What follows belongs to an exercise in optimizing a design on an open flow for small area and a short achievable clock period; a production flow would make more cautious choices.
In this exercise RTL edits were held to simulation tests only and were not proved equivalent to the original.
Power and IR drop assume default switching activity.

## red
==> module if_stage, before the edit <==
module if_stage #(
    parameter int unsigned BTB_IDX_BITS = 4,
    parameter logic [31:0] RESET_PC     = 32'h0000_0000,
    parameter logic [31:0] NOP_INST     = 32'h0000_0013
) (
    input  logic        clk,
    input  logic        reset,
    input  logic        stall,
    input  logic        flush,
    input  logic [31:0] redirect_pc,
    input  logic        upd_valid,
    input  logic [31:0] upd_pc,
    input  logic        upd_taken,
    input  logic [31:0] upd_target,
    output logic [31:0] imem_addr,
    input  logic [31:0] imem_inst,
    output logic [31:0] if_id_inst,
    output logic [31:0] if_id_pc,
    output logic        if_id_valid,
    output logic        if_id_pred_taken,
    output logic [31:0] if_id_pred_target
);
    localparam int unsigned ENTRIES = 1 << BTB_IDX_BITS;
    localparam int unsigned TAG_W   = 30 - BTB_IDX_BITS;
    logic [31:0] pc_q;
    logic [ENTRIES-1:0] pc_oh_q;    
    logic [31:0] inst_q;
    logic [31:0] id_pc_q;
    logic        valid_q;
    logic        pt_q;
    logic [31:0] ptgt_q;
    logic [ENTRIES-1:0]            btb_v_q;
    logic [ENTRIES-1:0][TAG_W-1:0] btb_tag_q;
    logic [ENTRIES-1:0][31:0]      btb_tgt_q;
    logic [ENTRIES-1:0][1:0]       btb_ctr_q;
    logic [BTB_IDX_BITS-1:0] uidx;
    logic [ENTRIES-1:0]      uhit_e, usel;
    logic                    pred_taken;
    logic [31:0]             tgt_rd, pc_inc;
    logic                    unused_upd_lsb;
    assign unused_upd_lsb = ^upd_pc[1:0];
    assign uidx = upd_pc[BTB_IDX_BITS+1:2];
    always_comb begin
        for (int e = 0; e < ENTRIES; e++) begin
            uhit_e[e] = btb_v_q[e] && (btb_tag_q[e] == upd_pc[31:BTB_IDX_BITS+2]);
            usel[e]   = upd_valid && (uidx == e[BTB_IDX_BITS-1:0]);
        end
    end
    logic [TAG_W-1:0] tag_rd;
    logic             vt_rd;
    always_comb begin
        tgt_rd = '0;
        tag_rd = '0;
        vt_rd  = 1'b0;
        for (int e = 0; e < ENTRIES; e++) begin
            tgt_rd = tgt_rd | (btb_tgt_q[e] & {32{pc_oh_q[e]}});
            tag_rd = tag_rd | (btb_tag_q[e] & {TAG_W{pc_oh_q[e]}});
            vt_rd  = vt_rd | (btb_v_q[e] & btb_ctr_q[e][1] & pc_oh_q[e]);
        end
    end
    assign pred_taken = vt_rd && (tag_rd == pc_q[31:BTB_IDX_BITS+2]);
    assign pc_inc     = pc_q + 32'd4;
    logic        adv, clr;
    logic [31:0] pc_hold, ptgt_hold;
    logic [31:0] pc_tk, pc_nt, ptgt_tk, ptgt_nt;
    assign clr       = reset || flush;
    assign adv       = !clr && !stall;
    assign pc_hold   = reset ? RESET_PC : (flush ? redirect_pc : pc_q);
    assign ptgt_hold = clr ? 32'd0 : ptgt_q;
    assign pc_tk     = adv ? tgt_rd : pc_hold;
    assign pc_nt     = adv ? pc_inc : pc_hold;
    assign ptgt_tk   = adv ? tgt_rd : ptgt_hold;
    assign ptgt_nt   = adv ? pc_inc : ptgt_hold;
    logic [ENTRIES-1:0] oh_hold, oh_tk, oh_nt, oh_inc, oh_tgt, oh_redir;
    always_comb begin
        oh_tgt   = '0;
        oh_redir = '0;
        oh_tgt[tgt_rd[BTB_IDX_BITS+1:2]]        = 1'b1;
        oh_redir[redirect_pc[BTB_IDX_BITS+1:2]] = 1'b1;
    end
    assign oh_inc  = {pc_oh_q[ENTRIES-2:0], pc_oh_q[ENTRIES-1]};
    assign oh_hold = reset ? ENTRIES'(1) << RESET_PC[BTB_IDX_BITS+1:2] : (flush ? oh_redir : pc_oh_q);
    assign oh_tk   = adv ? oh_tgt : oh_hold;
    assign oh_nt   = adv ? oh_inc : oh_hold;
    always_ff @(posedge clk) begin
        pc_oh_q <= pred_taken ? oh_tk : oh_nt;
        pc_q    <= pred_taken ? pc_tk : pc_nt;
        ptgt_q  <= pred_taken ? ptgt_tk : ptgt_nt;
        pt_q    <= adv ? pred_taken : (!clr && pt_q);
        if (clr) begin
            inst_q  <= NOP_INST;
            id_pc_q <= 32'd0;
            valid_q <= 1'b0;
        end else if (!stall) begin
            inst_q  <= imem_inst;
            id_pc_q <= pc_q;
            valid_q <= 1'b1;
        end
    end
    always_ff @(posedge clk) begin
        for (int e = 0; e < ENTRIES; e++) begin
            if (reset)
                btb_v_q[e] <= 1'b0;
            else if (usel[e] && upd_taken)
                btb_v_q[e] <= 1'b1;
        end
    end
    always_ff @(posedge clk) begin
        for (int e = 0; e < ENTRIES; e++) begin
            if (usel[e] && upd_taken) begin
                btb_tag_q[e] <= upd_pc[31:BTB_IDX_BITS+2];
                btb_tgt_q[e] <= upd_target;
            end
            if (usel[e]) begin
                if (uhit_e[e]) begin
                    if (upd_taken) begin
                        if (btb_ctr_q[e] != 2'd3) btb_ctr_q[e] <= btb_ctr_q[e] + 2'd1;
                    end else begin
                        if (btb_ctr_q[e] != 2'd0) btb_ctr_q[e] <= btb_ctr_q[e] - 2'd1;
                    end
                end else if (upd_taken) begin
                    btb_ctr_q[e] <= 2'b10;
                end
            end
        end
    end
    assign imem_addr         = pc_q;
    assign if_id_inst        = inst_q;
    assign if_id_pc          = id_pc_q;
    assign if_id_valid       = valid_q;
    assign if_id_pred_taken  = pt_q;
    assign if_id_pred_target = ptgt_q;
endmodule
make LEC_CHECK=0 CAP_MARGIN=20 CORE_MARGIN=2 CORE_UTILIZATION=55 SETUP_SLACK_MARGIN=3.5 SLEW_MARGIN=20 finish   # period 6.0 ns
run.sh (not shown) runs the stock make flow with config.mk's settings and CLKGATE_MAP_FILE= SYNTH_SCRIPT=/design/flow/synth_recipe.tcl, a recipe that flattens the netlist after the stock synthesis.
Input changes introduced in blue (baseline for comparison: red):
--- a/flow/design.v
+++ b/flow/design.v
@@ -31,37 +31,31 @@
     logic [31:0] ptgt_q;
     logic [ENTRIES-1:0]            btb_v_q;
     logic [ENTRIES-1:0][TAG_W-1:0] btb_tag_q;
     logic [ENTRIES-1:0][31:0]      btb_tgt_q;
     logic [ENTRIES-1:0][1:0]       btb_ctr_q;
     logic [BTB_IDX_BITS-1:0] uidx;
-    logic [ENTRIES-1:0]      uhit_e, usel;
+    logic [ENTRIES-1:0]      lhit_e, uhit_e, usel;
     logic                    pred_taken;
     logic [31:0]             tgt_rd, pc_inc;
     logic                    unused_upd_lsb;
     assign unused_upd_lsb = ^upd_pc[1:0];
     assign uidx = upd_pc[BTB_IDX_BITS+1:2];
     always_comb begin
         for (int e = 0; e < ENTRIES; e++) begin
+            lhit_e[e] = btb_v_q[e] && btb_ctr_q[e][1] && (btb_tag_q[e] == pc_q[31:BTB_IDX_BITS+2]);
             uhit_e[e] = btb_v_q[e] && (btb_tag_q[e] == upd_pc[31:BTB_IDX_BITS+2]);
             usel[e]   = upd_valid && (uidx == e[BTB_IDX_BITS-1:0]);
         end
     end
-    logic [TAG_W-1:0] tag_rd;
-    logic             vt_rd;
     always_comb begin
         tgt_rd = '0;
-        tag_rd = '0;
-        vt_rd  = 1'b0;
-        for (int e = 0; e < ENTRIES; e++) begin
+        for (int e = 0; e < ENTRIES; e++)
             tgt_rd = tgt_rd | (btb_tgt_q[e] & {32{pc_oh_q[e]}});
-            tag_rd = tag_rd | (btb_tag_q[e] & {TAG_W{pc_oh_q[e]}});
-            vt_rd  = vt_rd | (btb_v_q[e] & btb_ctr_q[e][1] & pc_oh_q[e]);
-        end
     end
-    assign pred_taken = vt_rd && (tag_rd == pc_q[31:BTB_IDX_BITS+2]);
+    assign pred_taken = |(lhit_e & pc_oh_q);
     assign pc_inc     = pc_q + 32'd4;
     logic        adv, clr;
     logic [31:0] pc_hold, ptgt_hold;
     logic [31:0] pc_tk, pc_nt, ptgt_tk, ptgt_nt;
     assign clr       = reset || flush;
     assign adv       = !clr && !stall;
## What came out
- Compared with red, layout multi-input combinational cell count in blue increased by more than 10%.
- Of red and blue, the run reporting the higher number of buffers outside the clock class in the layout was blue.
- Changes observed in blue relative to red: power density of the placed cells has decreased; setup slack rose by 0.65 ns; total power rose about 2.6%; critical path buffer and inverter count went down.

-- separate check: timing with driven ports --
In the flow no input, the clock included, has a driving cell. The finished layouts below were timed again as built, in two steps. Step 1: set_driving_cell puts a clkbuf_16 on clk and a buf_2 on each other input, an assumption about the parent block. Step 2 moves the port delays by t, midway between the first and last clock arrival at a register: inputs arrive t later, outputs are due t later. That takes back most of the time a late clock gives input paths. Slacks: ideal ports / drivers / drivers and shift; pairs: ideal ports / drivers.
run | shift t [ns] | slack for setup (ns) | clock arrival spread, ns | pins driven straight from the clock port
red | 0.754 | 2.372 / 2.372 / 2.219 | 0.041 / 0.041 | 1
blue | 0.805 | 3.024 / 3.024 / 2.313 | 0.047 / 0.047 | 1
After both steps every run listed still meets setup and hold. For blue, which loses most, drivers alone change the setup slack by 0.000 ns; drivers and shift together by -0.711 ns.
